Background: an optimization exercise with open tools, aiming at small area, a short achievable clock period and few clock cycles per item. Do not read the settings as production practice. Only simulation tests tie the RTL to the original design; equivalence was not proved. No activity file was given, so power comes from the tool's default toggle rates.

==> flow/design.v <==
`default_nettype none
package wbps_pkg;
    typedef struct packed {
        logic [7:0] data_byte;
        logic       last;
    } item_beat_t;
    typedef struct packed {
        logic        found;
        logic [31:0] match_offset;
    } result_beat_t;
endpackage
`default_nettype wire
`default_nettype none
module wildcard_byte_pattern_scan
(
    input  wire logic          clk,
    input  wire logic          rst_n,
    input  wire logic          cfg_write,
    input  wire logic [1:0]    cfg_index,
    input  wire logic [63:0]   cfg_data,
    input  wire logic          item_valid,
    output logic               item_ready,
    input  wire logic [8:0]    item_in,
    output logic               result_valid,
    input  wire logic          result_ready,
    output logic [32:0]        result_out
);
    logic [63:0] pat_lo_reg;
    logic [63:0] pat_hi_reg;
    logic [15:0] care_reg;
    logic        lo_written_reg;
    logic        hi_written_reg;
    logic        care_written_reg;
    logic [3:0]  lm1_reg;            
    always_ff @(posedge clk)
    begin
        if (cfg_write && cfg_index == 2'd0) pat_lo_reg <= cfg_data;
        if (cfg_write && cfg_index == 2'd1) pat_hi_reg <= cfg_data;
        if (cfg_write && cfg_index == 2'd2) care_reg   <= cfg_data[15:0];
    end
    always_ff @(posedge clk or negedge rst_n)
    begin
        if (!rst_n)
        begin
            lo_written_reg   <= 1'b0;
            hi_written_reg   <= 1'b0;
            care_written_reg <= 1'b0;
            lm1_reg          <= 4'd0;
        end
        else if (cfg_write)
        begin
            if (cfg_index == 2'd0) lo_written_reg   <= 1'b1;
            if (cfg_index == 2'd1) hi_written_reg   <= 1'b1;
            if (cfg_index == 2'd2) care_written_reg <= 1'b1;
            if (cfg_index == 2'd3)
            begin
                if (cfg_data[4:0] == 5'd0)
                    lm1_reg <= 4'd0;
                else if (cfg_data[4])
                    lm1_reg <= 4'd15;
                else
                    lm1_reg <= cfg_data[3:0] - 4'd1;
            end
        end
    end
    logic ready_reg;                 
    logic accept;
    assign item_ready = ready_reg;
    assign accept     = item_valid && ready_reg;
    logic [7:0]  b;
    logic [15:0] eq;
    logic        b_zero;
    assign b      = item_in[8:1];
    assign b_zero = (b == 8'd0);
    for (genvar j = 0; j < 16; j++)
    begin : g_cmp
        logic [7:0] sig;
        logic       written;
        assign sig     = (j < 8) ? pat_lo_reg[8*(j%8) +: 8] : pat_hi_reg[8*(j%8) +: 8];
        assign written = (j < 8) ? lo_written_reg : hi_written_reg;
        assign eq[j]   = (care_written_reg && !care_reg[j])
                      || (written ? (b == sig) : b_zero);
    end
    logic [15:0] p_reg;
    logic [3:0]  fill_reg;           
    logic        last_reg;           
    logic [15:0] p_keep;             
    logic [15:0] p_next;
    logic [15:0] len_sel;
    logic [3:0]  fill_eff;
    logic        tok_full;
    assign p_keep   = {p_reg[14:0] & {15{!last_reg}}, 1'b1};
    assign p_next   = eq & p_keep;
    assign fill_eff = last_reg ? 4'd0 : fill_reg;
    for (genvar j = 0; j < 16; j++)
    begin : g_sel
        assign len_sel[j] = (lm1_reg == 4'(j));
    end
    assign tok_full  = (fill_eff >= lm1_reg);
    always_ff @(posedge clk)
    begin
        if (accept)
        begin
            p_reg    <= p_next;
            fill_reg <= (fill_eff == 4'd15) ? 4'd15 : fill_eff + 4'd1;
        end
    end
    always_ff @(posedge clk or negedge rst_n)
    begin
        if (!rst_n)
            last_reg <= 1'b1;
        else if (accept)
            last_reg <= item_in[0];
    end
    logic       a_valid_reg;
    logic [3:0] a_tok_reg;
    logic       b_valid;
    logic [3:0] b_tok_reg;
    logic [3:0] new_tok;
    logic       out_valid_reg;
    logic       out_found_reg;
    logic       decide;
    logic       load_a;
    logic       fresh_a_reg;        
    logic       fresh_b_reg;        
    logic       m_late;             
    logic       a_m;
    logic       b_m;
    assign new_tok = {1'b0, last_reg, item_in[0], tok_full};
    assign m_late  = |(p_reg & len_sel);
    assign a_m     = fresh_a_reg ? m_late : a_tok_reg[3];
    assign b_m     = fresh_b_reg ? m_late : b_tok_reg[3];
    assign b_valid = !ready_reg;
    assign decide  = a_valid_reg && (!out_valid_reg || result_ready);
    assign load_a  = !a_valid_reg || decide;
    always_ff @(posedge clk)
    begin
        if (load_a)
            a_tok_reg <= b_valid ? {b_m, b_tok_reg[2:0]} : new_tok;
        else
            a_tok_reg[3] <= a_m;
        if (ready_reg)
            b_tok_reg <= new_tok;
        else
            b_tok_reg[3] <= b_m;
    end
    always_ff @(posedge clk or negedge rst_n)
    begin
        if (!rst_n)
        begin
            a_valid_reg <= 1'b0;
            ready_reg   <= 1'b1;
            fresh_a_reg <= 1'b0;
            fresh_b_reg <= 1'b0;
        end
        else
        begin
            fresh_a_reg <= accept && load_a;
            fresh_b_reg <= accept && !load_a;
            if (load_a) a_valid_reg <= b_valid || accept;
            ready_reg <= b_valid ? load_a : !(accept && !load_a);
        end
    end
    logic        a_match, a_first, a_last, a_full;
    logic        rep_reg;           
    logic        rep_eff;
    logic        match;
    logic        push;
    logic        nf_push;
    logic [31:0] off_reg;
    assign a_match = a_m;
    assign {a_first, a_last, a_full} = a_tok_reg[2:0];
    assign rep_eff = rep_reg && !a_first;
    assign match   = a_match && !rep_eff;
    assign nf_push = a_last && !rep_eff && !match;
    assign push    = match || nf_push;
    always_ff @(posedge clk)
    begin
        if (decide)
        begin
            rep_reg <= rep_eff || match;
            if (nf_push || (a_first && (match || !a_full)))
                off_reg <= 32'd0;
            else if (a_first)
                off_reg <= 32'd1;
            else if (!rep_eff && !match)
                off_reg <= a_full ? off_reg + 32'd1 : 32'd0;
            if (push)
                out_found_reg <= match;
        end
    end
    always_ff @(posedge clk or negedge rst_n)
    begin
        if (!rst_n)
            out_valid_reg <= 1'b0;
        else if (decide && push)
            out_valid_reg <= 1'b1;
        else if (result_ready)
            out_valid_reg <= 1'b0;
    end
    assign result_valid = out_valid_reg;
    assign result_out   = {out_found_reg, off_reg};
endmodule
`default_nettype wire
==> flow/flow/run.sh <==
#!/bin/bash
# Layout flow: the standard flow (standard.sh), except that the port
# buffers that global placement inserts are plain sky130 buffers (buf_1,
# resized later where timing needs it) instead of the delay buffer that
# buffer_ports picks by default. Each step's full output goes to its own log.
set -euo pipefail
export BUFFER_PORTS_ARGS="-buffer_cell sky130_fd_sc_hd__buf_1"
bash standard.sh synth > synth.log 2>&1
bash standard.sh finish > finish.log 2>&1
==> flow/standard.sh <==
#!/bin/bash
# synth_recipe.tcl (not shown) runs the flow's synth.tcl, then flattens the netlist and writes it again
# the make line also repeats each setting of config.mk as NAME=value (left out here)
make -C /OpenROAD-flow-scripts/flow DESIGN_CONFIG=/design/flow/config.mk WORK_HOME=/design/flow/orfs CLKGATE_MAP_FILE= SYNTH_SCRIPT=/design/flow/synth_recipe.tcl "${@:-finish}"
==> flow/config.mk <==
export PLATFORM = sky130hd
export DESIGN_NAME = wildcard_byte_pattern_scan
export DESIGN_NICKNAME = wildcard_byte_pattern_scan
export VERILOG_FILES = /design/flow/design.v
export SDC_FILE = /design/flow/constraint.sdc
export NUM_CORES = 4
export LEC_CHECK = 0
export CAP_MARGIN = 20
export CORE_MARGIN = 2
export CORE_UTILIZATION = 40
export CTS_BUF_LIST = sky130_fd_sc_hd__clkbuf_16
export CTS_CLUSTER_DIAMETER = 100
export CTS_CLUSTER_SIZE = 24
export SETUP_SLACK_MARGIN = 3.5
export SLEW_MARGIN = 20
==> flow/constraint.sdc <==
create_clock -name core_clock -period 6.0 [get_ports {clk}]
set_input_delay 1.2000 -clock core_clock [delete_from_list [all_inputs] [get_ports {clk}]]
set_output_delay 1.2000 -clock core_clock [all_outputs]
set_load 0.01 [all_outputs]
==> results of run 1 <==
==> cell usage in the layout, fill, tap and decap left out, drive strengths merged, types with 3 or more instances in the layout <==
cell type,count
nor2,49
nand3,22
edfxtp,204
nand2b,5
nor2b,8
nand4,21
xnor2,93
a31oi,19
a22o,4
nor3b,16
ha,8
mux4,3
a21o,6
o21ai,21
or2,3
a21oi,3
clkbuf,13
nor4,24
and3,8
nand2,23
a211oi,3
buf,133
xor2,66
mux2,5
inv,22
dfrtp,11
==> power breakdown <==
group	switching, µW	internal, µW	leakage [µW]
clock network	491	409	0.000204
registers	167	1900	0.00208
logic	387	265	0.00131
==> final cells by class <==
type                       count  area, µm²  area share, %
antenna                        1       2.50         0.0225
clock buffer                  13        325           2.93
inverter                      14       52.6          0.473
multi-input combinational    431       3200           28.7
clock inverter                 9       55.1          0.495
tap                          324        405           3.65
timing repair buffer         134        586           5.27
sequential                   219       6500           58.4
==> through the flow <==
step | area [µm²] | hold WS, ns | instances | util, %
final | 11100 | 0.476 | 1145 | 46.1
after global routing | 11100 | 0.485 | 1144 | 46.1
after CTS | 11000 | 0.471 | 1136 | 45.7
after detailed placement | 10600 | 0.460 | 1109 | 43.8
after global placement | 10600 | 0.459 | 1109 | 43.8
after floorplan | 9810 | 0.439 | 687 | -
==> repair_timing <==
item / in CTS / in global routing
gates resized for setup: 6 / 7
pin swaps: 3 / 4
hold endpoints to repair: 0 / 0
endpoints found under the setup margin: 111 / 73
setup buffers: 3 / 6
cloned: 2 / 2
==> synthesized netlist by cell type (all sizes together) (11+ instances only) <==
| cell type | count | area [µm²] |
|---|---|---|
| a31oi | 19 | 119 |
| buf | 11 | 76.3 |
| clkbuf | 16 | 60.1 |
| dfrtp | 11 | 275 |
| edfxtp | 204 | 6130 |
| inv | 14 | 52.6 |
| nand2 | 23 | 86.3 |
| nand3 | 22 | 115 |
| nand4 | 21 | 131 |
| nor2 | 48 | 180 |
| nor3b | 16 | 120 |
| nor4 | 24 | 165 |
| o21ai | 21 | 105 |
| xnor2 | 93 | 815 |
| xor2 | 66 | 578 |
==> cells by family (layout without fill, tap and decap cells) <==
kind of cell	count (synthesis)	in the layout	synth area share, %
compound gates	61	64	4.01
xor+xnor	159	159	14.3
fa+ha+maj	8	8	1.03
buf+inv	41	170	1.94
flops	219	219	66.6
mux	10	10	1.48
other cells	0	1	0
simple gates	189	190	10.6
==> metal layers <==
layer / routed length [µm] / track usage, %
met3: 1120 / 2.88
met4: 535 / 4.71
met5: 0 / 0
met1: 9520 / 23.0
met2: 10500 / 27.5
==> path summary, 6_finish.rpt <==
| kind | startpoint | endpoint | slack (ns) | cells past startpoint |
|---|---|---|---|---|
| setup / recovery | item_in[7] | p_reg[6] | 3.59 | 7 |
| hold / removal | fresh_b_reg | b_tok_reg[3] | 0.48 | 1 |
| setup reg to reg | lm1_reg[0] | off_reg[11] | 3.64 | 6 |
| hold reg to reg | fresh_b_reg | b_tok_reg[3] | 0.48 | 1 |
| max in group asynchronous | rst_n | lm1_reg[0] | 4.68 | 1 |
| min in group asynchronous | rst_n | lm1_reg[2] | 0.76 | 1 |
==> results.txt, run 1 <==
antenna viol nets, final = 0
CTS tree = built
total global-route track usage = 16.7%
DRC viols = 0
H-tree depth = 1
max incr delay on CP = 0.43 ns
total negative slack = 0 ns
Hold Path Class = register to register
Die ar. = 25600 µm²
Post-CTS Hold Buffers = 0
initial antenna violation count = 0
global-route wire length before repair = 33300 µm
Tmin final = 2.41 ns
global route total overflow = 0
share of cells above drive strength 1 = 8.29%
slowest CP cell = clkdlybuf4s15_2
final clock skew = 0.0412 ns
Crit Path Category = input port to register
Num CTS Buffers = 13
Place WS = 2.61 ns
Synth cell types = 46
#FFs+latches synth = 219
routed vias = 5874
core box area = 24100 µm²
Post-Syn Nets = 775
Buf/Inv on CP = 2
fin worst setup slack = 3.59 ns
total chip power = 3620 µW
Starting Density = 40.4%
Req. time, crit path = 6.33 ns
fillcell total = 2240
EDFF count, synth = 204
Static Leak = 0.00360 µW
Ys Warns = 1
sequential element share of the synthesized area = 66.6%
HPWL after DPL = 14100 µm
Die Span Y = 160 µm
critical path fanouts, max = 11
final setup fails = 0
CP cell instances = clkdlybuf4s15_2 > buf_4 > xnor2_1 > nand4_1 > nor4_1 > a31oi_1 > nor3b_1
data arrival time of the critical path = 2.74 ns
normalized max-slew margin = 31.9%
Clk Latency, worst-skew pair = 0.49 ns
status = no timing/DRC/antenna violations
syn avg cell area = 14.2 µm²
first-pass detailed-route iteration total = 5
Tightest Pin Transition = 1.02 ns
drt wl/cell = 18.9 µm
Final period util = 40.2%
Cells after Synth = 687
power density cells = 326 nW/µm²
endpoints failing hold = 0
Worst Setup End Kind = register
Layout area overhead = 14.1%
DR vias/cell = 5.13
Max IR drop VDD = 0.196 mV
die width = 160 µm
CP delay by family, top = buffers and inverters
FFs w/ async S/R, synth = 5.94%
IO Pins = 115
clk root buf = clkbuf_16
final slew viol count = 0
cell row count = 57
synthesized area = 9740 µm²
final wirelength = 21700 µm
number of buffers on the longest clock path = 3
max-cap viol count = 0
clk sinks = 219
PortBufs = 114
Iter 0 DRT Violations = 470
pin count of the biggest net entering global routing = 66
vias in the first global route = 5838
crit path launch type = input port
RePlAce Congestion = 0.755
RSZ-0062 raised after global routing = yes
Top FF cell, synth = edfxtp_1
clk slew on worst S/H paths = 0.10 ns
highest clock rate = 415 MHz
net count reported at finish = 901
Testbench counts, summed over its fixed seeds: cycles 112,139, bytes 110,795.
==> run 2: changes to the inputs <==
--- a/flow/config.mk
+++ b/flow/config.mk
@@ -8,8 +8,8 @@
 export CAP_MARGIN = 20
 export CORE_MARGIN = 2
 export CORE_UTILIZATION = 40
-export CTS_BUF_LIST = sky130_fd_sc_hd__clkbuf_16
-export CTS_CLUSTER_DIAMETER = 100
-export CTS_CLUSTER_SIZE = 24
-export SETUP_SLACK_MARGIN = 3.5
+export CTS_BUF_LIST = sky130_fd_sc_hd__clkbuf_4 sky130_fd_sc_hd__clkbuf_8 sky130_fd_sc_hd__clkbuf_16
+export CTS_CLUSTER_DIAMETER = 80
+export CTS_CLUSTER_SIZE = 20
+export SETUP_SLACK_MARGIN = 3.25
 export SLEW_MARGIN = 20
==> run 2 against run 1 <==
Net effect:
- global-route usage is 0.28 points lower
- still clean
- final cell count is 0.70% lower
- largest cell class unchanged
- design area fell by 0.10%
- power increased by 4.1%
- synthesized cell count stayed put
- core utilization about the same
- via count fell by 1.8%
- critical endpoint is now pat_hi_reg[30]
- flip-flop and latch count unchanged
- combinational power decreased by 7.2%
- worst hold slack improved by 0.0033 ns
- non-clock buffer count is 9 lower
==> results.txt, run 2 <==
core box area = 24100 µm² (unchanged)
Worst Setup End Kind = register
Post-Syn Nets = 775 (unchanged)
Die ar. = 25600 µm² (unchanged)
net switching power = 1050 µW (+0.94%)
H-tree depth = 1 (unchanged)
clk sinks = 219 (unchanged)
total global-route track usage = 16.4% (-0.28 points)
antenna viol nets, final = 0 (unchanged)
Sw Ratio = 28.0% (-0.89 points)
leading area contributor after synthesis = edfxtp_1
Max IR drop VDD = 0.197 mV (+0.32%)
Cells after Synth = 687 (unchanged)
HPWL after DPL = 13500 µm (-4.3%)
EDFF count, synth = 204 (unchanged)
power density cells = 339 nW/µm² (+4.3%)
max incr delay on CP = 0.54 ns (+0.11 ns)
Tmin final = 2.55 ns (+0.136 ns)
syn avg cell area = 14.2 µm² (unchanged)
net count reported at finish = 893 (-0.89%)
endpoints failing hold = 0 (unchanged)
Final period util = 42.4% (+2.3 points)
Fin Hold WS = 0.479 ns (+0.00331 ns)
initial antenna violation count = 0 (unchanged)
final slew viol count = 0 (unchanged)
normalized max-slew margin = 39.3% (+7.4 points)
highest-count cells in the layout ignoring fill and taps = 204 x edfxtp_1, 114 x buf_1, 93 x xnor2_1
Post-CTS Hold Buffers = 0 (unchanged)
crit path launch type = input port
Worst R2R Setup Slack = 3.47 ns (-0.17 ns)
Clk Latency, worst-skew pair = 0.48 ns (about the same)
global-route wire length before repair = 32800 µm (-1.7%)
vias in the first global route = 5730 (-1.8%)
Tightest Pin Transition = 0.911 ns (-0.110 ns)
Hold Path Class = register to register
Crit Path Category = input port to register
Top FF cell, synth = edfxtp_1
Setup crit start = cfg_index[0]
Synth top cells by count = 204 x edfxtp_1, 93 x xnor2_1, 66 x xor2_1
Ys Warns = 1 (unchanged)
Placed Cells = 1109 (unchanged)
top cell type's share of synthesized area = 62.9% (unchanged)
DRC viols = 0 (unchanged)
HP Start = fresh_b_reg
die width = 160 µm (unchanged)
synthesized area = 9740 µm² (unchanged)
highest clock rate = 393 MHz (-5.3%)
Logic pwr share = 16.0% (-2.0 points)
clk slew on worst S/H paths = 0.08 ns (-0.02 ns)
share of cells above drive strength 1 = 7.50% (-0.79 points)
non-filler instance count after layout = 1137 (-0.70%)
slowest CP cell = nor2_4
final wirelength = 21000 µm (-3.2%)
Layout area overhead = 14.0%
Iter 0 DRT Violations = 373 (-21%)
pin count of the biggest net entering global routing = 66 (unchanged)
RePlAce Congestion = 0.799 (+5.9%)
most common library cell in the layout ignoring fill and taps = edfxtp_1
Clk pwr share = 29.0% (+4.2 points)
clk root buf = clkbuf_16
Num CTS Buffers = 16 (+3)
status = no timing/DRC/antenna violations
DR vias/cell = 5.07 (-1.1%)
FF-to-FF Start = lm1_reg[0]
synth top area cells = edfxtp_1 63%, xnor2_1 8.4%, xor2_1 5.9%
CTS tree = built
routed vias = 5770 (-1.8%)
Static Leak = 0.00360 µW (-0.13%)
cell row count = 57 (unchanged)
sequential element share of the synthesized area = 66.6% (unchanged)
number of buffers on the longest clock path = 3 (unchanged)
first-pass detailed-route iteration total = 5 (unchanged)
global route total overflow = 0 (unchanged)
Pint = 2720 µW (+5.4%)
Die Span Y = 160 µm (unchanged)
Starting Density = 40.4% (unchanged)
FFs w/ async S/R, synth = 5.94% (unchanged)
Req. time, crit path = 6.14 ns (-0.19 ns)
critical path fanouts, max = 37 (+26)
data arrival time of the critical path = 2.69 ns (-0.05 ns)
IO Pins = 115 (unchanged)
Synth cell types = 46 (unchanged)
cell with the most instances after synthesis = edfxtp_1
max-cap viol count = 0 (unchanged)
drt wl/cell = 18.4 µm (-2.5%)
#FFs+latches synth = 219 (unchanged)
RSZ-0062 raised after global routing = no
PortBufs = 114 (unchanged)
CP cell instances = buf_1 > nand2_1 > nor2_4 > buf_6
final setup fails = 0 (unchanged)
final clock skew = 0.0153 ns (-0.0259 ns)
sequential power share = 54.9% (-2.3 points)
total negative slack = 0 ns (unchanged)
n_diodes = 0 (-1)
==> run 2: kinds of logic (layout without fill, tap and decap cells) <==
family | after synthesis | count (layout) | share of synthesized area [%]
flip-flops | 219 | 219 | 66.6
AND/OR/NAND/NOR | 189 | 190 | 10.6
XOR/XNOR | 159 | 159 | 14.3
AO/OA/AOI/OAI | 61 | 62 | 4.01
buffers and inverters | 41 | 165 | 1.94
multiplexers | 10 | 10 | 1.48
adder cells (fa/ha/maj) | 8 | 8 | 1.03
==> run 2: layer usage <==
metal | wire length, µm | track usage, % | share of wire [%] | up-vias
met5 | 0 | 0 | 0 | -
met4 | 408 | 4.50 | 1.9 | 0
met3 | 1220 | 2.78 | 5.8 | 26
met2 | 9900 | 26.5 | 47 | 168
met1 | 9450 | 23.1 | 45 | 2807
li1 | - | - | - | 2769
==> run 2: cell type report <==
type                            count  area (µm²)
Tap cell                          324         405
Multi-Input combinational cell    429        3120
Timing Repair Buffer              125         514
Fill cell                        2202       13000
Clock inverter                      3        42.5
Inverter                           14        52.6
Sequential cell                   219        6490
Clock buffer                       23         477
==> run 2: critical path, delay by kind of cell <==
family	cells	cell delay, ns
and+or+nand+nor	2	0.79
buffers and inverters	2	0.67
==> run 2: power groups by stage <==
stage,registers [µW],logic [µW],clock network [µW]
3_3_place_gp,2100,580,0
6_report,2070,605,1090
3_5_place_dp,2100,584,0
5_1_grt,2100,674,1180
2_1_floorplan,2090,385,0
4_1_cts,2070,612,1130
==> run 2: metrics by stage <==
step	setup WS, ns	cell area (µm²)	power [µW]	utilization [%]
2_1_floorplan	2.70	9760	2480	-
3_3_place_gp	2.69	10500	2680	43.7
3_5_place_dp	2.68	10500	2690	43.7
4_1_cts	3.26	11100	3810	46.1
5_1_grt	3.30	11100	3950	46.1
6_report	3.45	11100	3770	46.1
==> run 2: worst paths after layout <==
path	end	cells after the start
hold / removal	b_tok_reg[3]	1
max in group asynchronous	lm1_reg[0]	1
hold reg to reg	b_tok_reg[3]	1
setup / recovery	pat_hi_reg[30]	4
min in group asynchronous	lo_written_reg	1
setup reg to reg	off_reg[23]	5
==> run 2: repair_timing <==
item,CTS,global route
resized for setup,3,3
pin swaps,2,0
endpoints found under the hold margin,0,0
buffers inserted,0,0
endpoints found under the setup margin,99,89
cloned,2,0
==> run 3: changes to the inputs <==
--- a/flow/config.mk
+++ b/flow/config.mk
@@ -11,5 +11,5 @@
 export CTS_BUF_LIST = sky130_fd_sc_hd__clkbuf_4 sky130_fd_sc_hd__clkbuf_8 sky130_fd_sc_hd__clkbuf_16
 export CTS_CLUSTER_DIAMETER = 80
 export CTS_CLUSTER_SIZE = 20
-export SETUP_SLACK_MARGIN = 3.25
+export SETUP_SLACK_MARGIN = 3.75
 export SLEW_MARGIN = 20
==> run 3 against run 2 <==
Net effect:
- synthesized cell count is the same
- still clean
- worst hold slack gained 0.0014 ns
- clock power shrank 11%
- maximum frequency grew 10%
- routed wire length grew 7.7%
- highest routed layer unchanged
- critical endpoint is now item_ready
==> results.txt, run 3 <==
Final period util = 38.5% (-4.0 points)
CP delay by family, top = flip-flops
global-route wire length before repair = 34400 µm (+4.9%)
final setup fails = 0 (unchanged)
Iter 0 DRT Violations = 428 (+15%)
clk root buf = clkbuf_16
final wirelength = 22600 µm (+7.7%)
RePlAce Congestion = 0.738 (-7.7%)
Buf/Inv on CP = 1 (-1)
DR vias/cell = 5.15 (+1.4%)
core box area = 24100 µm² (unchanged)
Top FF cell, synth = edfxtp_1
vias in the first global route = 6138 (+7.1%)
Starting Density = 40.4% (unchanged)
max incr delay on CP = 0.54 ns (about the same)
number of buffers on the longest clock path = 3 (unchanged)
slowest CP cell = dfstp_2
final slew viol count = 0 (unchanged)
highest-count cells in the layout ignoring fill and taps = 204 x edfxtp_1, 86 x xnor2_1, 86 x buf_1
cell row count = 57 (unchanged)
power density cells = 326 nW/µm² (-4.1%)
Hold Path Class = register to register
crit path launch type = register
H-tree depth = 1 (unchanged)
Num CTS Buffers = 15 (-1)
final clock skew = 0.0164 ns (+0.00109 ns)
DRC viols = 0 (unchanged)
synth top area cells = edfxtp_1 63%, xnor2_1 8.4%, xor2_1 5.9%
global route total overflow = 0 (unchanged)
Worst Setup End Kind = output port
first-pass detailed-route iteration total = 5 (unchanged)
die width = 160 µm (unchanged)
PortBufs = 114 (unchanged)
Post-CTS Hold Buffers = 0 (unchanged)
fillcell total = 2153 (-2.2%)
Static Leak = 0.00415 µW (+15%)
FFs w/ async S/R, synth = 5.94% (unchanged)
clk slew on worst S/H paths = 0.08 ns (about the same)
EDFF count, synth = 204 (unchanged)
synthesized area = 9740 µm² (unchanged)
Cells after Synth = 687 (unchanged)
share of cells above drive strength 1 = 21.9% (+14 points)
data arrival time of the critical path = 1.11 ns (-1.58 ns)
Crit Path Category = register to output port
cell with the most instances after synthesis = edfxtp_1
net count reported at finish = 964 (+8.0%)
routed vias = 6208 (+7.6%)
CTS tree = built
Synth cell types = 46 (unchanged)
CP cell instances = buf_6
syn avg cell area = 14.2 µm² (unchanged)
leading area contributor after synthesis = edfxtp_1
RSZ-0062 raised after global routing = yes
Placed Cells = 1108 (-0.090%)
pin count of the biggest net entering global routing = 66 (unchanged)
normalized max-slew margin = 44.3% (+5.0 points)
Req. time, crit path = 4.80 ns (-1.34 ns)
max-cap viol count = 0 (unchanged)
antenna viol nets, final = 0 (unchanged)
total global-route track usage = 17.1% (+0.72 points)
endpoints failing hold = 0 (unchanged)
Max IR drop VDD = 0.254 mV (+29%)
initial antenna violation count = 1 (+1)
Tmin final = 2.31 ns (-0.239 ns)
Layout area overhead = 24.5%
top cell type's share of synthesized area = 62.9% (unchanged)
Post-Syn Nets = 775 (unchanged)
HPWL after DPL = 13600 µm (+0.85%)
status = no timing/DRC/antenna violations
IO Pins = 115 (unchanged)
Die Span Y = 160 µm (unchanged)
Synth top cells by count = 204 x edfxtp_1, 93 x xnor2_1, 66 x xor2_1
#FFs+latches synth = 219 (unchanged)
most common library cell in the layout ignoring fill and taps = edfxtp_1
drt wl/cell = 18.7 µm (+1.6%)
sequential element share of the synthesized area = 66.6% (unchanged)
non-filler instance count after layout = 1206 (+6.1%)
Ys Warns = 1 (unchanged)
total negative slack = 0 ns (unchanged)
critical path fanouts, max = 2 (-95%)
highest clock rate = 433 MHz (+10%)
Clk Latency, worst-skew pair = 0.48 ns (about the same)
clk sinks = 219 (unchanged)
Tightest Pin Transition = 0.835 ns (-0.0758 ns)
Die ar. = 25600 µm² (unchanged)
## run 3: changes by cell type in the layout (fill, tap and decap cells not counted), moves of 4 or more
cell,change
buf_4,+51
buf_1,-28
clkbuf_2,+19
buf_6,+14
nor4_1,-14
nor4_2,+8
xnor2_1,-7
nor4_4,+6
xnor2_2,+6
o21ai_0,-5
o21ai_2,+5
buf_12,+4
## run 3: path summary, 6_finish.rpt
kind / slack (ns) / to / cells after the start / from
max: 3.69 / item_ready / 1 / ready_reg
min: 0.48 / b_tok_reg[3] / 1 / fresh_b_reg
max reg2reg: 3.73 / off_reg[0] / 7 / lm1_reg[0]
min reg2reg: 0.48 / b_tok_reg[3] / 1 / fresh_b_reg
max in group asynchronous: 4.66 / lm1_reg[0] / 1 / rst_n
min in group asynchronous: 0.79 / lm1_reg[3] / 1 / rst_n
## run 3: what timing repair did
| item | CTS | global route |
|---|---|---|
| resized for setup | 40 | 72 |
| endpoints found under the setup margin | 226 | 165 |
| buffers inserted | 42 | 24 |
| pin swaps | 8 | 20 |
| gates cloned | 6 | 3 |
## run 3: cells by family after synthesis
group	synth area share (%)
adder cells (fa/ha/maj)	1.03
multiplexers	1.48
AO/OA/AOI/OAI	4.01
buffers and inverters	1.94
XOR/XNOR	14.3
flip-flops	66.6
AND/OR/NAND/NOR	10.6
## run 3: layout make-up
class / count / area, µm² / share of cell area [%]
Antenna cell: 1 / 2.50 / 0.0206
Inverter: 14 / 52.6 / 0.433
Multi-Input combinational cell: 434 / 3510 / 29.0
Clock inverter: 4 / 28.8 / 0.237
Tap cell: 324 / 405 / 3.34
Timing Repair Buffer: 192 / 1230 / 10.1
Sequential cell: 219 / 6500 / 53.6
Clock buffer: 18 / 398 / 3.28
## run 3: through the flow
stage	worst slack [ns]	instance area [µm²]	utilization [%]	power (µW)	hold WS (ns)
final	3.69	12100	50.3	3950	0.480
after global placement	2.68	10600	44.1	2690	0.463
after floorplan	2.70	10100	-	2510	0.439
after global routing	3.65	12100	50.3	4140	0.542
after detailed placement	2.66	10600	44.1	2700	0.472
after CTS	3.66	11600	48.1	3880	0.483
## run 3: report_power, final
part           switching (µW)  internal (µW)  total (µW)
Combinational             510            445         955
Sequential                118           1900        2020
Clock                     496            477         974
Total                    1120           2820        3950
## run 3: per-layer routing
metal  GRT usage (%)  up-vias  part of all wire (%)
met5               0        -                     0
li1                -     2930                     -
met4            4.30        0                   1.5
met1            23.0     3081                    43
met2            29.3      171                    50
met3            2.65       26                   5.2
==> run 4: changes to the inputs <==
--- a/flow/config.mk
+++ b/flow/config.mk
@@ -11,5 +11,5 @@
 export CTS_BUF_LIST = sky130_fd_sc_hd__clkbuf_4 sky130_fd_sc_hd__clkbuf_8 sky130_fd_sc_hd__clkbuf_16
 export CTS_CLUSTER_DIAMETER = 80
 export CTS_CLUSTER_SIZE = 20
-export SETUP_SLACK_MARGIN = 3.75
+export SETUP_SLACK_MARGIN = 3.5
 export SLEW_MARGIN = 20
==> run 4 against run 3 <==
Net effect:
- still clean
- first-iteration DRC count down 1.4%
- synthesized cell count is the same
- core utilization shrank 3.8 points
- critical path depth rose by 6
- global-route usage shrank 0.40 points
- register-to-register slack got worse by 0.09 ns
- combinational power down 31%
- worst setup slack lost 0.075 ns
- sequential share of layout area rose by 4.4 points
- power decreased by 5.3%
- worst hold slack improved by 0.0065 ns
- non-clock buffer count shrank 57
==> results.txt, run 4 <==
status = no timing/DRC/antenna violations
Cells after Synth = 687 (unchanged)
R2R depth = 6 (-1)
#FFs+latches synth = 219 (unchanged)
syn avg cell area = 14.2 µm² (unchanged)
endpoints failing hold = 0 (unchanged)
FFs w/ async S/R, synth = 5.94% (unchanged)
die width = 160 µm (unchanged)
HPWL after DPL = 14100 µm (+3.6%)
Iter 0 DRT Violations = 422 (-1.4%)
CTS tree = built
Crit Path Category = input port to register
vias in the first global route = 5846 (-4.8%)
Starting Density = 40.4% (unchanged)
fillcell total = 2223 (+3.3%)
antenna viol nets, final = 0 (unchanged)
global route total overflow = 0 (unchanged)
non-filler instance count after layout = 1146 (-5.0%)
Static Leak = 0.00362 µW (-13%)
Logic pwr share = 17.7% (-6.5 points)
cell with the most instances after synthesis = edfxtp_1
final setup fails = 0 (unchanged)
sequential element share of the synthesized area = 66.6% (unchanged)
Final period util = 39.7% (+1.2 points)
Sw Ratio = 28.3% (-0.21 points)
CP cell instances = clkdlybuf4s15_2 > buf_4 > xnor2_1 > nand4_1 > nor4_1 > a31oi_1 > nor3b_1
routed vias = 5861 (-5.6%)
Die ar. = 25600 µm² (unchanged)
Worst Setup End Kind = register
data arrival time of the critical path = 2.71 ns (+1.60 ns)
total global-route track usage = 16.7% (-0.40 points)
Clk pwr share = 26.9% (+2.2 points)
normalized max-slew margin = 34.4% (-9.8 points)
synth top area cells = edfxtp_1 63%, xnor2_1 8.4%, xor2_1 5.9%
Tightest Pin Transition = 0.982 ns (+0.147 ns)
clk sinks = 219 (unchanged)
net count reported at finish = 904 (-6.2%)
initial antenna violation count = 0 (-1)
IO Pins = 115 (unchanged)
first-pass detailed-route iteration total = 4 (-1)
Buf/Inv on CP = 2 (+1)
Tmin final = 2.38 ns (+0.0747 ns)
Layout area overhead = 15.1%
top cell type's share of synthesized area = 62.9% (unchanged)
hold depth = 1 (unchanged)
PortBufs = 114 (unchanged)
final slew viol count = 0 (unchanged)
Req. time, crit path = 6.32 ns (+1.52 ns)
total negative slack = 0 ns (unchanged)
Placed Cells = 1109 (+0.090%)
final wirelength = 21800 µm (-3.4%)
Pint = 2680 µW (-5.0%)
clk slew on worst S/H paths = 0.09 ns (about the same)
synthesized area = 9740 µm² (unchanged)
Max IR drop VDD = 0.183 mV (-28%)
highest-count cells in the layout ignoring fill and taps = 204 x edfxtp_1, 113 x buf_1, 93 x xnor2_1
DRC viols = 0 (unchanged)
drt wl/cell = 19.1 µm (+1.7%)
Synth top cells by count = 204 x edfxtp_1, 93 x xnor2_1, 66 x xor2_1
share of cells above drive strength 1 = 9.14% (-13 points)
sequential power share = 55.4% (+4.3 points)
DR vias/cell = 5.11 (-0.65%)
leading area contributor after synthesis = edfxtp_1
pin count of the biggest net entering global routing = 66 (unchanged)
Die Span Y = 160 µm (unchanged)
Synth cell types = 46 (unchanged)
critical path fanouts, max = 11 (+9)
cell row count = 57 (unchanged)
power density cells = 334 nW/µm² (+2.5%)
Clk Latency, worst-skew pair = 0.48 ns (about the same)
Post-Syn Nets = 775 (unchanged)
core box area = 24100 µm² (unchanged)
CP delay by family, top = buffers and inverters
Hold Path Class = register to register
H-tree depth = 1 (unchanged)
slowest CP cell = clkdlybuf4s15_2
max incr delay on CP = 0.43 ns (-0.11 ns)
global-route wire length before repair = 33400 µm (-2.7%)
number of buffers on the longest clock path = 3 (unchanged)
most common library cell in the layout ignoring fill and taps = edfxtp_1
Top FF cell, synth = edfxtp_1
net switching power = 1060 µW (-6.0%)
EDFF count, synth = 204 (unchanged)
max-cap viol count = 0 (unchanged)
Num CTS Buffers = 15 (unchanged)
crit path launch type = input port
cell count along the critical path = 7 (+6)
highest clock rate = 420 MHz (-3.1%)
RSZ-0062 raised after global routing = yes
final clock skew = 0.0201 ns (+0.00367 ns)
RePlAce Congestion = 0.755 (+2.3%)
clk root buf = clkbuf_16
Ys Warns = 1 (unchanged)
## run 4: kinds of logic (layout without fill, tap and decap cells)
kind of cell / after synthesis / after routing / synth area share [%]
flops: 219 / 219 / 66.6
simple gates: 189 / 190 / 10.6
xor+xnor: 159 / 159 / 14.3
compound gates: 61 / 64 / 4.01
buf+inv: 41 / 171 / 1.94
mux: 10 / 10 / 1.48
fa+ha+maj: 8 / 8 / 1.03
other cells: 0 / 1 / 0
## run 4: timing repair
item,in CTS,in global routing
hold buffers,0,0
setup endpoints to repair,110,75
resized for setup,6,9
setup buffers,3,7
pin swaps,3,5
cloned,2,2
## run 4: metal layers
layer	track usage, %	wire length, µm
met1	22.9	9730
met2	27.9	10500
met3	2.78	1050
met4	4.46	556
met5	0	0
## run 4: path summary, 6_finish.rpt
| kind | from | endpoint | slack (ns) |
|---|---|---|---|
| max | item_in[7] | p_reg[6] | 3.62 |
| max reg2reg | off_reg[0] | off_reg[30] | 3.64 |
| min in group asynchronous | rst_n | lm1_reg[2] | 0.79 |
| min | fresh_b_reg | b_tok_reg[3] | 0.49 |
| min reg2reg | fresh_b_reg | b_tok_reg[3] | 0.49 |
| max in group asynchronous | rst_n | lm1_reg[0] | 4.64 |
## run 4: per-stage QoR
| step | hold slack (ns) | worst slack, ns | utilization (%) | total power (µW) | instance area [µm²] |
|---|---|---|---|---|---|
| floorplan | 0.439 | 2.70 | - | 2490 | 9810 |
| global placement | 0.459 | 2.66 | 43.8 | 2690 | 10600 |
| detailed placement | 0.460 | 2.61 | 43.8 | 2690 | 10600 |
| CTS | 0.487 | 3.52 | 46.0 | 3730 | 11100 |
| global route | 0.504 | 3.47 | 46.5 | 3920 | 11200 |
| finish | 0.487 | 3.62 | 46.5 | 3740 | 11200 |
## run 4: power groups by stage
stage	clock network, µW	registers (µW)	logic [µW]
after floorplan	0	2090	392
after global placement	0	2100	590
after detailed placement	0	2100	591
after CTS	1040	2070	622
after global routing	1090	2100	728
final	1010	2070	661
## run 4: layout make-up
cell class	count	area, µm²	share of cell area [%]
inverters	14	52.6	0.469
well taps	324	405	3.62
multi-input cells	431	3210	28.6
diodes	1	2.50	0.0223
clock inverters	6	63.8	0.569
clock buffers	16	383	3.42
flip-flops and latches	219	6500	58.0
repair buffers	135	593	5.29
## run 4: worst register-to-register path, cell delays in order, from the launching register on
cell,delay [ns]
edfxtp_1,0.45
ha_1,0.24
nand3_1,0.18
or4_1,0.67
nor4_2,0.33
xnor2_1,0.18
nor2_1,0.07
==> run 5: changes to the inputs <==
--- a/flow/design.v
+++ b/flow/design.v
@@ -121,15 +121,18 @@
     logic       out_found_reg;
     logic       decide;
     logic       load_a;
-    logic       fresh_a_reg;        
-    logic       fresh_b_reg;        
+    logic       fresh_reg;          
+    logic       fresh_a;            
+    logic       fresh_b;            
     logic       m_late;             
     logic       a_m;
     logic       b_m;
     assign new_tok = {1'b0, last_reg, item_in[0], tok_full};
     assign m_late  = |(p_reg & len_sel);
-    assign a_m     = fresh_a_reg ? m_late : a_tok_reg[3];
-    assign b_m     = fresh_b_reg ? m_late : b_tok_reg[3];
+    assign fresh_a = fresh_reg && ready_reg;
+    assign fresh_b = fresh_reg && !ready_reg;
+    assign a_m     = fresh_a ? m_late : a_tok_reg[3];
+    assign b_m     = fresh_b ? m_late : b_tok_reg[3];
     assign b_valid = !ready_reg;
     assign decide  = a_valid_reg && (!out_valid_reg || result_ready);
     assign load_a  = !a_valid_reg || decide;
@@ -150,13 +153,11 @@
         begin
             a_valid_reg <= 1'b0;
             ready_reg   <= 1'b1;
-            fresh_a_reg <= 1'b0;
-            fresh_b_reg <= 1'b0;
+            fresh_reg   <= 1'b0;
         end
         else
         begin
-            fresh_a_reg <= accept && load_a;
-            fresh_b_reg <= accept && !load_a;
+            fresh_reg   <= accept;
             if (load_a) a_valid_reg <= b_valid || accept;
             ready_reg <= b_valid ? load_a : !(accept && !load_a);
         end
--- a/flow/config.mk
+++ b/flow/config.mk
@@ -13,3 +13,4 @@
 export CTS_CLUSTER_SIZE = 20
 export SETUP_SLACK_MARGIN = 3.5
 export SLEW_MARGIN = 20
+export TNS_END_PERCENT = 10
==> run 5 against run 4 <==
Net effect:
- still clean on timing, DRC and antenna
- first-iteration DRC count decreased by 17%
- clock skew decreased by 0.0011 ns
- worst hold slack improved by 0.059 ns
- via count decreased by 0.48%
- worst setup slack got worse by 0.094 ns
- clock power about the same
- sequential power decreased by 4%
- register-to-register slack got worse by 0.12 ns
- critical path type is now register to register
- critical endpoint is now off_reg[13]
- largest cell class unchanged
- largest power group unchanged
==> results.txt, run 5 <==
core box area = 24100 µm² (unchanged)
Logic pwr share = 15.5% (-2.2 points)
FFs w/ async S/R, synth = 5.50% (-0.43 points)
cell with the most instances after synthesis = edfxtp_1
final core utilization = 46.6% (+0.047 points)
final setup fails = 0 (unchanged)
fillcell total = 2203 (-0.90%)
Static Leak = 0.00364 µW (+0.54%)
Max IR drop VDD = 0.228 mV (+25%)
total global-route track usage = 17.1% (+0.40 points)
Post-Syn Nets = 780 (+0.65%)
Iter 0 DRT Violations = 350 (-17%)
Clk pwr share = 29.0% (+2.1 points)
Die ar. = 25700 µm² (+0.19%)
DRC viols = 0 (unchanged)
final slew viol count = 0 (unchanged)
antenna viol nets, final = 0 (unchanged)
Req. time, crit path = 6.18 ns (-0.14 ns)
EDFF count, synth = 204 (unchanged)
Place WS = 2.73 ns (+0.123 ns)
net switching power = 962 µW (-9.0%)
Die Span Y = 160 µm (about the same)
final clock skew = 0.0189 ns (-0.00114 ns)
sequential element share of the synthesized area = 66.3% (-0.38 points)
clk sinks = 218 (-0.46%)
initial antenna violation count = 0 (unchanged)
RSZ-0062 raised after global routing = yes
synth top area cells = edfxtp_1 63%, xnor2_1 8.2%, xor2_1 6.3%
total negative slack = 0 ns (unchanged)
clk root buf = clkbuf_16
RePlAce Congestion = 0.773 (+2.4%)
total chip power = 3570 µW (-4.4%)
net count reported at finish = 908 (+0.44%)
PortBufs = 114 (unchanged)
HPWL after DPL = 14400 µm (+1.9%)
sequential power share = 55.5% (about the same)
highest-count cells in the layout ignoring fill and taps = 204 x edfxtp_1, 112 x buf_1, 91 x xnor2_1
synthesized area = 9760 µm² (+0.19%)
area of the multi-input gates = 3160 µm² (-1.8%)
fin worst setup slack = 3.52 ns (-0.0945 ns)
crit path launch type = register
die width = 160 µm (about the same)
Ys Warns = 1 (unchanged)
share of cells above drive strength 1 = 9.18% (+0.044 points)
Cells after Synth = 692 (+0.73%)
power density cells = 318 nW/µm² (-4.5%)
number of buffers on the longest clock path = 3 (unchanged)
Worst Setup End Kind = register
Starting Density = 40.5% (+0.078 points)
max-cap viol count = 0 (unchanged)
IO Pins = 115 (unchanged)
Seq. cell area = 6480 µm² (-0.33%)
Synth cell types = 51 (+11%)
highest clock rate = 404 MHz (-3.8%)
Post-CTS Hold Buffers = 0 (unchanged)
Final period util = 41.3% (+1.6 points)
first-pass detailed-route iteration total = 5 (+1)
drt wl/cell = 19.3 µm (+1.1%)
Synth top cells by count = 204 x edfxtp_1, 91 x xnor2_1, 70 x xor2_1
Tmin final = 2.48 ns (+0.0945 ns)
Hold Path Class = register to register
top cell type's share of synthesized area = 62.8% (-0.12 points)
Crit Path Category = register to register
pin count of the biggest net entering global routing = 66 (unchanged)
endpoints failing hold = 0 (unchanged)
n_diodes = 0 (-1)
Layout area overhead = 15.0% (about the same)
status = no timing/DRC/antenna violations
H-tree depth = 1 (unchanged)
critical path fanouts, max = 16 (+5)
CTS tree = built
DR vias/cell = 5.06 (-1.0%)
Pint = 2610 µW (-2.6%)
Tightest Pin Transition = 0.923 ns (-0.0594 ns)
#FFs+latches synth = 218 (-0.46%)
clk slew on worst S/H paths = 0.09 ns (about the same)
Num CTS Buffers = 15 (unchanged)
Clk Latency, worst-skew pair = 0.48 ns (about the same)
normalized max-slew margin = 38.5% (+4.0 points)
vias in the first global route = 5804 (-0.72%)
data arrival time of the critical path = 2.66 ns (-0.05 ns)
syn avg cell area = 14.1 µm² (-0.53%)
global route total overflow = 0 (unchanged)
routed vias = 5833 (-0.48%)
Top FF cell, synth = edfxtp_1
leading area contributor after synthesis = edfxtp_1
most common library cell in the layout ignoring fill and taps = edfxtp_1
cell row count = 57 (unchanged)
global-route wire length before repair = 33700 µm (+0.78%)
Sw Ratio = 26.9% (-1.3 points)
final wirelength = 22200 µm (+1.6%)
==> run 5: final cells by class <==
| cell class | count | area share [%] |
|---|---|---|
| sequential | 218 | 57.7 |
| multi-input combinational | 429 | 28.1 |
| timing repair buffer | 137 | 5.70 |
| clock buffer | 23 | 4.04 |
| tap | 324 | 3.61 |
| inverter | 19 | 0.636 |
| clock inverter | 2 | 0.178 |
==> run 5: final timing paths <==
kind	to	cells past startpoint	start	slack, ns
max	off_reg[13]	5	lm1_reg[0]	3.52
max in group asynchronous	lm1_reg[0]	1	rst_n	4.77
min reg2reg	out_valid_reg	2	out_valid_reg	0.55
min	out_valid_reg	2	out_valid_reg	0.55
max reg2reg	off_reg[13]	5	lm1_reg[0]	3.52
min in group asynchronous	fresh_reg	1	rst_n	0.74
==> run 5: cell families (layout without fill, tap and decap cells) <==
| family | count (synthesis) | count (layout) | share of synthesized area [%] |
|---|---|---|---|
| compound gates | 56 | 58 | 3.67 |
| xor+xnor | 161 | 161 | 14.4 |
| fa+ha+maj | 8 | 8 | 1.03 |
| buf+inv | 48 | 181 | 2.29 |
| mux | 10 | 10 | 1.60 |
| flops | 218 | 218 | 66.3 |
| simple gates | 191 | 192 | 10.7 |
==> run 5: worst max-delay path: stages, from the launching register on <==
cell,delay [ns]
dfrtp_2,0.49
mux4_1,0.61
o22ai_1,0.34
o221ai_4,0.29
a21oi_4,0.25
buf_12,0.17
==> run 5: layer usage <==
layer  routed length [µm]  global-route usage [%]  vias up
met3                 1000                    2.88       29
met1                10000                    23.2     2879
met4                  384                    4.50        0
met5                    0                       0        -
li1                     -                       -     2795
met2                10800                    28.9      130
==> run 5: metrics by stage <==
stage	std cells	hold slack, ns	area [µm²]
floorplan	692	0.512	9780
global placement	1112	0.522	10600
detailed placement	1113	0.530	10600
CTS	1148	0.549	11200
global route	1152	0.574	11200
finish	1152	0.545	11200
==> run 5: timing repair <==
item / in CTS / in global routing
setup endpoints to repair: 113 / 112
gates resized for setup: 7 / 2
gates cloned: 3 / 0
pin swaps: 5 / 2
setup buffers: 7 / 4
==> run 5: power groups by stage <==
| stage | logic [µW] | registers, µW | clock network (µW) |
|---|---|---|---|
| final | 556 | 1980 | 1040 |
| after global routing | 613 | 2000 | 1120 |
| after CTS | 557 | 1980 | 1070 |
| after detailed placement | 497 | 2020 | 0 |
| after global placement | 490 | 2010 | 0 |
| after floorplan | 331 | 2000 | 0 |
Testbench counts of run 5, summed over its fixed seeds: cycles 112,139, bytes 110,795.
==> run 6: changes to the inputs <==
--- a/flow/config.mk
+++ b/flow/config.mk
@@ -11,6 +11,6 @@
 export CTS_BUF_LIST = sky130_fd_sc_hd__clkbuf_4 sky130_fd_sc_hd__clkbuf_8 sky130_fd_sc_hd__clkbuf_16
 export CTS_CLUSTER_DIAMETER = 80
 export CTS_CLUSTER_SIZE = 20
-export SETUP_SLACK_MARGIN = 3.5
+export SETUP_SLACK_MARGIN = 3.75
 export SLEW_MARGIN = 20
 export TNS_END_PERCENT = 10
==> run 6 against run 5 <==
Net effect:
- critical path depth fell by 4
- via count rose by 1.1%
- maximum frequency rose by 4.9%
- first-iteration DRC count rose by 3.4%
- core utilization rose by 1.2 points
- critical path type is now register to output port
- critical endpoint is now item_ready
- largest cell class unchanged
- largest power group unchanged
==> results.txt, run 6 <==
Buf/Inv on CP = 1 (unchanged)
Iter 0 DRT Violations = 362 (+3.4%)
routed vias = 5895 (+1.1%)
Starting Density = 40.5% (unchanged)
Post-CTS Hold Buffers = 0 (unchanged)
RSZ-0062 raised after global routing = yes
Final period util = 39.3% (-1.9 points)
FFs w/ async S/R, synth = 5.50% (unchanged)
antenna viol nets, final = 0 (unchanged)
fin worst setup slack = 3.64 ns (+0.117 ns)
clk sinks = 218 (unchanged)
Static Leak = 0.00374 µW (+2.6%)
RePlAce Congestion = 0.773 (unchanged)
most common library cell in the layout ignoring fill and taps = edfxtp_1
endpoints failing hold = 0 (unchanged)
normalized max-slew margin = 45.1% (+6.6 points)
synth top area cells = edfxtp_1 63%, xnor2_1 8.2%, xor2_1 6.3%
highest clock rate = 424 MHz (+4.9%)
Layout area overhead = 18.0%
n_diodes = 0 (unchanged)
number of buffers on the longest clock path = 3 (unchanged)
total global-route track usage = 17.2% (+0.091 points)
Clk Latency, worst-skew pair = 0.48 ns (about the same)
top cell type's share of synthesized area = 62.8% (unchanged)
H-tree depth = 1 (unchanged)
EDFF count, synth = 204 (unchanged)
share of cells above drive strength 1 = 13.0% (+3.8 points)
syn avg cell area = 14.1 µm² (unchanged)
drt wl/cell = 19.4 µm (+0.50%)
max incr delay on CP = 0.53 ns (-0.08 ns)
max-cap viol count = 0 (unchanged)
Synth cell types = 51 (unchanged)
Tmin final = 2.36 ns (-0.117 ns)
Worst Setup End Kind = output port
first-pass detailed-route iteration total = 5 (unchanged)
crit path launch type = register
Num CTS Buffers = 15 (unchanged)
global route total overflow = 0 (unchanged)
#FFs+latches synth = 218 (unchanged)
power density cells = 315 nW/µm² (-1.1%)
Synth top cells by count = 204 x edfxtp_1, 91 x xnor2_1, 70 x xor2_1
Req. time, crit path = 4.80 ns (-1.38 ns)
Place WS = 2.73 ns (unchanged)
cell row count = 57 (unchanged)
pin count of the biggest net entering global routing = 66 (unchanged)
CP delay by family, top = flip-flops
critical path fanouts, max = 2 (-14)
vias in the first global route = 5827 (+0.40%)
Die ar. = 25700 µm² (unchanged)
final setup fails = 0 (unchanged)
IO Pins = 115 (unchanged)
CP cell instances = buf_1
global-route wire length before repair = 33900 µm (+0.53%)
final slew viol count = 0 (unchanged)
sequential element share of the synthesized area = 66.3% (unchanged)
slowest CP cell = dfstp_2
total negative slack = 0 ns (unchanged)
Post-Syn Nets = 780 (unchanged)
Max IR drop VDD = 0.229 mV (+0.18%)
clk slew on worst S/H paths = 0.09 ns (about the same)
CTS tree = built
clk root buf = clkbuf_16
Crit Path Category = register to output port
cell with the most instances after synthesis = edfxtp_1
leading area contributor after synthesis = edfxtp_1
net count reported at finish = 921 (+1.4%)
initial antenna violation count = 0 (unchanged)
Ys Warns = 1 (unchanged)
final clock skew = 0.0202 ns (+0.00123 ns)
Hold Path Class = register to register
Die Span Y = 160 µm (unchanged)
data arrival time of the critical path = 1.16 ns (-1.50 ns)
highest-count cells in the layout ignoring fill and taps = 204 x edfxtp_1, 111 x buf_1, 91 x xnor2_1
die width = 160 µm (unchanged)
Top FF cell, synth = edfxtp_1
HPWL after DPL = 14400 µm (unchanged)
DRC viols = 0 (unchanged)
synthesized area = 9760 µm² (unchanged)
status = no timing/DRC/antenna violations
Tightest Pin Transition = 0.818 ns (-0.104 ns)
PortBufs = 114 (unchanged)
final wirelength = 22500 µm (+1.6%)
core box area = 24100 µm² (unchanged)
DR vias/cell = 5.06 (about the same)
Cells after Synth = 692 (unchanged)
[run 6: cell counts after synthesis]
Identical to the previous run, type by type.
[run 6: final cells by class]
class                      count  area [µm²]
timing repair buffer         150         822
sequential                   218        6470
multi-input combinational    429        3280
tap                          324         405
fill                        2185       12600
clock inverter                 2        20.0
inverter                      19        71.3
clock buffer                  23         453
[run 6: worst register-to-register path, delay by kind of cell, from the launching register on]
family | cells | cell delay [ns]
AOI/OAI and AO/OA | 3 | 0.71
DFF | 1 | 0.46
muxes | 1 | 0.57
buffers and inverters | 1 | 0.17
[run 6: cells by family after synthesis]
kind of cell               after synthesis  synth area share [%]
AOI/OAI and AO/OA                       56                  3.67
xor gates and xnor gates               161                  14.4
adders and majority gates                8                  1.03
buffers and inverters                   48                  2.29
DFF                                    218                  66.3
muxes                                   10                  1.60
and+or+nand+nor                        191                  10.7
[run 6: metrics by stage]
step           power [µW]  util [%]  hold WS [ns]  area, µm²  cells
3_3_place_gp         2500      43.8         0.522      10600   1112
3_5_place_dp         2520      43.8         0.530      10600   1113
6_report             3630      47.8         0.545      11500   1165
5_1_grt              3790      47.8         0.574      11500   1165
4_1_cts              3630      46.6         0.549      11200   1153
2_1_floorplan        2330         -         0.512       9780    692
[run 6: worst paths after layout]
path | to | slack [ns] | start | cells after the start
worst max-delay path | item_ready | 3.64 | ready_reg | 1
worst min-delay path | out_valid_reg | 0.54 | out_valid_reg | 2
worst max register to register | off_reg[13] | 3.76 | lm1_reg[0] | 5
worst min register to register | out_valid_reg | 0.54 | out_valid_reg | 2
max in group asynchronous | lm1_reg[0] | 4.76 | rst_n | 1
min in group asynchronous | fresh_reg | 0.74 | rst_n | 1
[run 6: where the power goes]
part           internal (µW)  switching, µW  leakage, µW  total, µW
Combinational            261            353      0.00143        614
Sequential              1850            126      0.00207       1980
Clock                    532            508     0.000240       1040
[run 6: what timing repair did]
item	in CTS	in global routing
cloned	3	0
buffers inserted	12	12
endpoints found under the setup margin	156	230
pin swaps	7	4
resized for setup	16	41
[run 6: layer usage]
metal,global-route usage (%),routed length [µm],up-vias
met5,0,0,-
met4,4.91,462,0
met3,3.01,1150,31
met2,28.7,10900,148
met1,23.3,10100,2898
li1,-,-,2818
==> run 7: changes to the inputs <==
==> flow/config.mk (replaced) <==
export PLATFORM = sky130hd
export DESIGN_NAME = wildcard_byte_pattern_scan
export DESIGN_NICKNAME = wildcard_byte_pattern_scan
export VERILOG_FILES = /design/flow/design.v
export SDC_FILE = /design/flow/constraint.sdc
export NUM_CORES = 4
export LEC_CHECK = 0
export CAP_MARGIN = 50
export CORE_MARGIN = 2
export CORE_UTILIZATION = 40
export CTS_BUF_LIST = sky130_fd_sc_hd__clkbuf_4 sky130_fd_sc_hd__clkbuf_8 sky130_fd_sc_hd__clkbuf_16
export CTS_CLUSTER_DIAMETER = 80
export CTS_CLUSTER_SIZE = 20
export SETUP_SLACK_MARGIN = 3.5
export SLEW_MARGIN = 70
==> run 7 against run 6 <==
Net effect:
- first-iteration DRC count is 17% higher
- clock power is 5% lower
- sequential share of layout area is 1.2 points higher
- via count is 1.2% lower
- register-to-register slack worse by 0.14 ns
- critical path type is now register to register
- combinational power is 12% lower
- largest cell class unchanged
- design area is 2.1% lower
- clock-buffer cell count is 5 lower
- worst hold slack better by 0.0024 ns
- flip-flop and latch count stayed put
- critical path depth is 5 higher
- synthesized cell count stayed put
==> results.txt, run 7 <==
status = no timing/DRC/antenna violations
IO Pins = 115 (unchanged)
sequential element share of the synthesized area = 66.3% (unchanged)
Post-Syn Nets = 780 (unchanged)
global route total overflow = 0 (unchanged)
final setup fails = 0 (unchanged)
core box area = 24100 µm² (unchanged)
Synth top cells by count = 204 x edfxtp_1, 91 x xnor2_1, 70 x xor2_1
final slew viol count = 0 (unchanged)
Hold Path Class = register to register
Worst Setup End Kind = register
non-filler instance count after layout = 1148 (-1.5%)
vias in the first global route = 5845 (+0.31%)
max incr delay on CP = 0.63 ns (+0.10 ns)
Starting Density = 40.5% (unchanged)
drt wl/cell = 18.4 µm (-4.9%)
cell with the most instances after synthesis = edfxtp_1
fillcell total = 2197 (+0.55%)
net switching power = 943 µW (-4.4%)
critical path fanouts, max = 8 (+6)
Num CTS Buffers = 15 (unchanged)
Synth cell types = 51 (unchanged)
Layout area overhead = 15.5%
RePlAce Congestion = 0.769 (-0.52%)
placed cell areas = 10800 µm² (+1.7%)
EDFF count, synth = 204 (unchanged)
fin worst setup slack = 3.62 ns (-0.0206 ns)
power density cells = 311 nW/µm² (-1.3%)
Seq. cell area = 6480 µm² (about the same)
CP cell instances = mux4_1 > mux2i_4 > o221ai_4 > a21oi_4 > buf_4 > buf_4
cell row count = 57 (unchanged)
leading area contributor after synthesis = edfxtp_1
DR vias/cell = 5.07 (+0.29%)
Tightest Pin Transition = 0.404 ns (-0.415 ns)
DRC viols = 0 (unchanged)
Req. time, crit path = 6.19 ns (+1.39 ns)
Final period util = 39.7% (+0.34 points)
synth top area cells = edfxtp_1 63%, xnor2_1 8.2%, xor2_1 6.3%
sequential power share = 56.4% (+2.0 points)
PortBufs = 114 (unchanged)
syn avg cell area = 14.1 µm² (unchanged)
routed vias = 5826 (-1.2%)
share of cells above drive strength 1 = 11.7% (-1.3 points)
Ys Warns = 1 (unchanged)
normalized max-slew margin = 72.8% (+28 points)
initial antenna violation count = 0 (unchanged)
Clk pwr share = 28.2% (-0.5 points)
#FFs+latches synth = 218 (unchanged)
n_diodes = 0 (unchanged)
Placed Cells = 1123 (+0.90%)
Static Leak = 0.00364 µW (-2.5%)
Max IR drop VDD = 0.258 mV (+13%)
antenna viol nets, final = 0 (unchanged)
final wirelength = 21100 µm (-6.2%)
net count reported at finish = 908 (-1.4%)
pin count of the biggest net entering global routing = 37 (-44%)
synthesized area = 9760 µm² (unchanged)
Sw Ratio = 26.9% (-0.30 points)
clk slew on worst S/H paths = 0.08 ns (about the same)
Cells after Synth = 692 (unchanged)
Crit Path Category = register to register
highest clock rate = 420 MHz (-0.87%)
top cell type's share of synthesized area = 62.8% (unchanged)
die width = 160 µm (unchanged)
most common library cell in the layout ignoring fill and taps = edfxtp_1
HPWL after DPL = 14500 µm (+0.60%)
global-route wire length before repair = 33400 µm (-1.5%)
max-cap viol count = 0 (unchanged)
cell mode on critical path = buf_4
total negative slack = 0 ns (unchanged)
Die Span Y = 160 µm (unchanged)
CTS tree = built
Tmin final = 2.38 ns (+0.0206 ns)
H-tree depth = 1 (unchanged)
Top FF cell, synth = edfxtp_1
Clk Latency, worst-skew pair = 0.49 ns (about the same)
Die ar. = 25700 µm² (unchanged)
FFs w/ async S/R, synth = 5.50% (unchanged)
CP delay by family, top = multiplexers
first-pass detailed-route iteration total = 4 (-1)
Place WS = 3.04 ns (+0.307 ns)
Logic pwr share = 15.4% (-1.5 points)
number of buffers on the longest clock path = 3 (unchanged)
post-route cell area = 11300 µm² (-2.1%)
area of the multi-input gates = 3230 µm² (-1.5%)
Buf/Inv on CP = 2 (+1)
clk root buf = clkbuf_16
highest-count cells in the layout ignoring fill and taps = 204 x edfxtp_1, 109 x buf_1, 91 x xnor2_1
Fin Hold WS = 0.547 ns (+0.00244 ns)
endpoints failing hold = 0 (unchanged)
total global-route track usage = 16.6% (-0.61 points)
crit path launch type = register
data arrival time of the critical path = 2.57 ns (+1.41 ns)
clk sinks = 218 (unchanged)
Iter 0 DRT Violations = 424 (+17%)
final clock skew = 0.0219 ns (+0.00176 ns)
RSZ-0062 raised after global routing = no
Pint = 2570 µW (-3.0%)
slowest CP cell = mux4_1
run 7: cell counts after synthesis:
Identical to the previous run, type by type.
run 7: cells by family (layout without fill, tap and decap cells):
kind of cell | Yosys count | count (layout) | share of synthesized area, %
adder cells (fa/ha/maj) | 8 | 8 | 1.03
AND/OR/NAND/NOR | 191 | 191 | 10.7
flip-flops | 218 | 218 | 66.3
buffers and inverters | 48 | 180 | 2.29
multiplexers | 10 | 10 | 1.60
AO/OA/AOI/OAI | 56 | 56 | 3.67
XOR/XNOR | 161 | 161 | 14.4
run 7: stage by stage:
stage          power, µW  util [%]
2_1_floorplan       2340         -
3_3_place_gp        2510      43.9
3_5_place_dp        2540      44.6
4_1_cts             3540      46.5
5_1_grt             3680      46.8
6_report            3510      46.8
run 7: final timing paths:
kind	from	to	slack (ns)	cells past startpoint
hold reg to reg	out_valid_reg	out_valid_reg	0.55	2
hold / removal	out_valid_reg	out_valid_reg	0.55	2
setup reg to reg	lm1_reg[0]	off_reg[6]	3.62	6
min in group asynchronous	rst_n	out_valid_reg	0.60	1
setup / recovery	lm1_reg[0]	off_reg[6]	3.62	6
max in group asynchronous	rst_n	ready_reg	5.12	1
run 7: area by class of cell:
cell class	instances	area share, %
flip-flops and latches	218	57.4
multi-input cells	426	28.6
repair buffers	140	5.87
well taps	324	3.59
clock buffers	18	3.58
inverters	19	0.632
clock inverters	3	0.299
run 7: power groups by stage:
stage | clock network [µW] | logic, µW | registers, µW
after floorplan | 0 | 340 | 2000
after global placement | 0 | 493 | 2010
after detailed placement | 0 | 530 | 2010
after CTS | 1020 | 541 | 1980
after global routing | 1070 | 602 | 2000
final | 989 | 542 | 1980
run 7: repair_timing:
item,4_1_cts,5_1_grt
hold endpoints to repair,0,0
cloned,0,0
hold buffers,0,0
endpoints found under the setup margin,36,27
gates resized for setup,3,3
buffers inserted,1,2
run 7: worst min-delay path, cell delays in order, from the launching register on:
cell and delay [ns]:
dfrtp_1 0.35, nand2b_1 0.09, o21ai_0 0.07
run 7: layer usage:
metal | global-route usage, % | vias up | wire length, µm
li1 | - | 2782 | -
met2 | 27.1 | 171 | 10100
met5 | 0 | - | 0
met1 | 23.1 | 2837 | 9310
met4 | 4.67 | 0 | 530
met3 | 2.81 | 36 | 1180
==> run 8: changes to the inputs <==
--- a/flow/config.mk
+++ b/flow/config.mk
@@ -5,7 +5,7 @@
 export SDC_FILE = /design/flow/constraint.sdc
 export NUM_CORES = 4
 export LEC_CHECK = 0
-export CAP_MARGIN = 50
+export CAP_MARGIN = 20
 export CORE_MARGIN = 2
 export CORE_UTILIZATION = 40
 export CTS_BUF_LIST = sky130_fd_sc_hd__clkbuf_4 sky130_fd_sc_hd__clkbuf_8 sky130_fd_sc_hd__clkbuf_16
==> run 8 against run 7 <==
Net effect:
- register-to-register slack hardly changed
- clock power about the same
- maximum frequency stayed put
- synthesized cell count unchanged
- final cell count stayed put
- via count unchanged
- critical endpoint unchanged
- highest routed layer unchanged
==> results.txt, run 8 <==
status = no timing/DRC/antenna violations
final clock skew = 0.0219 ns (unchanged)
drt wl/cell = 18.4 µm (unchanged)
sequential element share of the synthesized area = 66.3% (unchanged)
RSZ-0062 raised after global routing = no
syn avg cell area = 14.1 µm² (unchanged)
Post-CTS Hold Buffers = 0 (unchanged)
Starting Density = 40.5% (unchanged)
DRC viols = 0 (unchanged)
data arrival time of the critical path = 2.57 ns (about the same)
Num CTS Buffers = 15 (unchanged)
final slew viol count = 0 (unchanged)
Synth cell types = 51 (unchanged)
power density cells = 311 nW/µm² (unchanged)
final setup fails = 0 (unchanged)
Clk Latency, worst-skew pair = 0.49 ns (about the same)
most common library cell in the layout ignoring fill and taps = edfxtp_1
total negative slack = 0 ns (unchanged)
normalized max-slew margin = 72.8% (unchanged)
clk root buf = clkbuf_16
Worst R2R Setup Slack = 3.62 ns (about the same)
Crit Path Category = register to register
Fin Hold WS = 0.547 ns (unchanged)
Top FF cell, synth = edfxtp_1
FFs w/ async S/R, synth = 5.50% (unchanged)
CTS tree = built
total global-route track usage = 16.6% (unchanged)
Cells after Synth = 692 (unchanged)
EDFF count, synth = 204 (unchanged)
routed vias = 5826 (unchanged)
crit path launch type = register
Hold Path Class = register to register
clk sinks = 218 (unchanged)
HPWL after DPL = 14500 µm (unchanged)
initial antenna violation count = 0 (unchanged)
Die Span Y = 160 µm (unchanged)
Tightest Pin Transition = 0.404 ns (unchanged)
Static Leak = 0.00364 µW (unchanged)
Final period util = 39.7% (unchanged)
highest-count cells in the layout ignoring fill and taps = 204 x edfxtp_1, 109 x buf_1, 91 x xnor2_1
cell with the most instances after synthesis = edfxtp_1
number of buffers on the longest clock path = 3 (unchanged)
antenna viol nets, final = 0 (unchanged)
Worst Hold Endpoint = out_valid_reg
HP Start = out_valid_reg
global route total overflow = 0 (unchanged)
largest family of logic cells by synthesized area = XOR/XNOR gates
share of cells above drive strength 1 = 11.7% (unchanged)
global-route wire length before repair = 33400 µm (unchanged)
top cell type's share of synthesized area = 62.8% (unchanged)
die width = 160 µm (unchanged)
Crit Reg-Reg Endpoint = off_reg[6]
H-tree depth = 1 (unchanged)
synth top area cells = edfxtp_1 63%, xnor2_1 8.2%, xor2_1 6.3%
first-pass detailed-route iteration total = 4 (unchanged)
critical path fanouts, max = 8 (unchanged)
highest clock rate = 420 MHz (unchanged)
synthesized area = 9760 µm² (unchanged)
n_diodes = 0 (unchanged)
clk slew on worst S/H paths = 0.08 ns (about the same)
FF-to-FF Start = lm1_reg[0]
leading area contributor after synthesis = edfxtp_1
final wirelength = 21100 µm (unchanged)
IO Pins = 115 (unchanged)
RePlAce Congestion = 0.769 (unchanged)
hold depth = 2 (unchanged)
Tmin final = 2.38 ns (unchanged)
Die ar. = 25700 µm² (unchanged)
Post-Synth XOR/XNOR Area = 14.4% (unchanged)
DR vias/cell = 5.07 (unchanged)
Synth Area in Compound Gates = 3.67% (unchanged)
#FFs+latches synth = 218 (unchanged)
net count reported at finish = 908 (unchanged)
R2R depth = 6 (unchanged)
Post-Synth Adder-Cell Area = 1.03% (unchanged)
endpoints failing hold = 0 (unchanged)
Synth Area in Simple Gates = 10.7% (unchanged)
max-cap viol count = 0 (unchanged)
Max IR drop VDD = 0.258 mV (unchanged)
pin count of the biggest net entering global routing = 37 (unchanged)
Req. time, crit path = 6.19 ns (about the same)
multiplexer share of the synthesized area = 1.60% (unchanged)
Iter 0 DRT Violations = 424 (unchanged)
vias in the first global route = 5845 (unchanged)
Layout area overhead = 15.5% (unchanged)
core box area = 24100 µm² (unchanged)
Ys Warns = 1 (unchanged)
cell row count = 57 (unchanged)
Synth top cells by count = 204 x edfxtp_1, 91 x xnor2_1, 70 x xor2_1
Worst Setup End Kind = register
PortBufs = 114 (unchanged)
Post-Syn Nets = 780 (unchanged)
==> run 8: routing by layer <==
metal	GRT usage [%]	vias up	share of wire, %
li1	-	2782	-
met1	23.1	2837	44
met2	27.1	171	48
met3	2.81	36	5.6
met4	4.67	0	2.5
met5	0	-	0
==> run 8: where the power goes <==
group / internal, µW / switching, µW / leakage [µW]
logic: 226 / 316 / 0.00135
registers: 1850 / 128 / 0.00207
clock network: 489 / 500 / 0.000219
total: 2570 / 943 / 0.00364
==> run 8: layout make-up <==
cell class                      instances  area (µm²)
Inverter                               19        71.3
Tap cell                              324         405
Timing Repair Buffer                  140         662
Multi-Input combinational cell        426        3230
Clock buffer                           18         404
Fill cell                            2197       12800
Sequential cell                       218        6480
Clock inverter                          3        33.8
==> run 8: worst max path at each step <==
stage / startpoint / cells after the start / to / slack [ns]
2_1_floorplan: cfg_write / 1 / pat_lo_reg[0] / 2.70
3_3_place_gp: item_in[8] / 7 / p_reg[2] / 2.70
3_5_place_dp: item_in[2] / 7 / p_reg[13] / 3.04
4_1_cts: lm1_reg[0] / 6 / off_reg[9] / 3.53
5_1_grt: lm1_reg[0] / 6 / off_reg[9] / 3.51
6_report: lm1_reg[0] / 6 / off_reg[6] / 3.62
==> run 8: kinds of logic (layout without fill, tap and decap cells) <==
logic type      Yosys count  count (layout)
fa+ha+maj                 8               8
buf+inv                  48             180
simple gates            191             191
xor+xnor                161             161
compound gates           56              56
mux                      10              10
flops                   218             218
==> run 8: worst max-delay path: stages (launching register included) <==
cell      delay, ns
dfrtp_2        0.43
mux4_1         0.63
mux2i_4        0.22
o221ai_4       0.20
a21oi_4        0.22
buf_4          0.20
buf_4          0.19
==> run 8: metrics by stage <==
step,cell area (µm²),setup WS (ns),util (%),instances,total power (µW)
2_1_floorplan,9840,2.70,-,692,2340
3_3_place_gp,10600,2.70,43.9,1112,2510
3_5_place_dp,10800,3.04,44.6,1123,2540
4_1_cts,11200,3.53,46.5,1145,3540
5_1_grt,11300,3.51,46.8,1148,3680
6_report,11300,3.62,46.8,1148,3510
==> run 8: repair_timing <==
item                                    4_1_cts  5_1_grt
setup buffers                                 1        2
gates resized for setup                       3        3
endpoints found under the setup margin       36       27

Check on run 8: ideal ports give 3.620 ns setup slack; a clkbuf_16 on the clock port and buf_2 on the inputs give 3.592 ns; moving port delays by the midpoint clock arrival (0.520 ns) as well gives 3.142 ns.
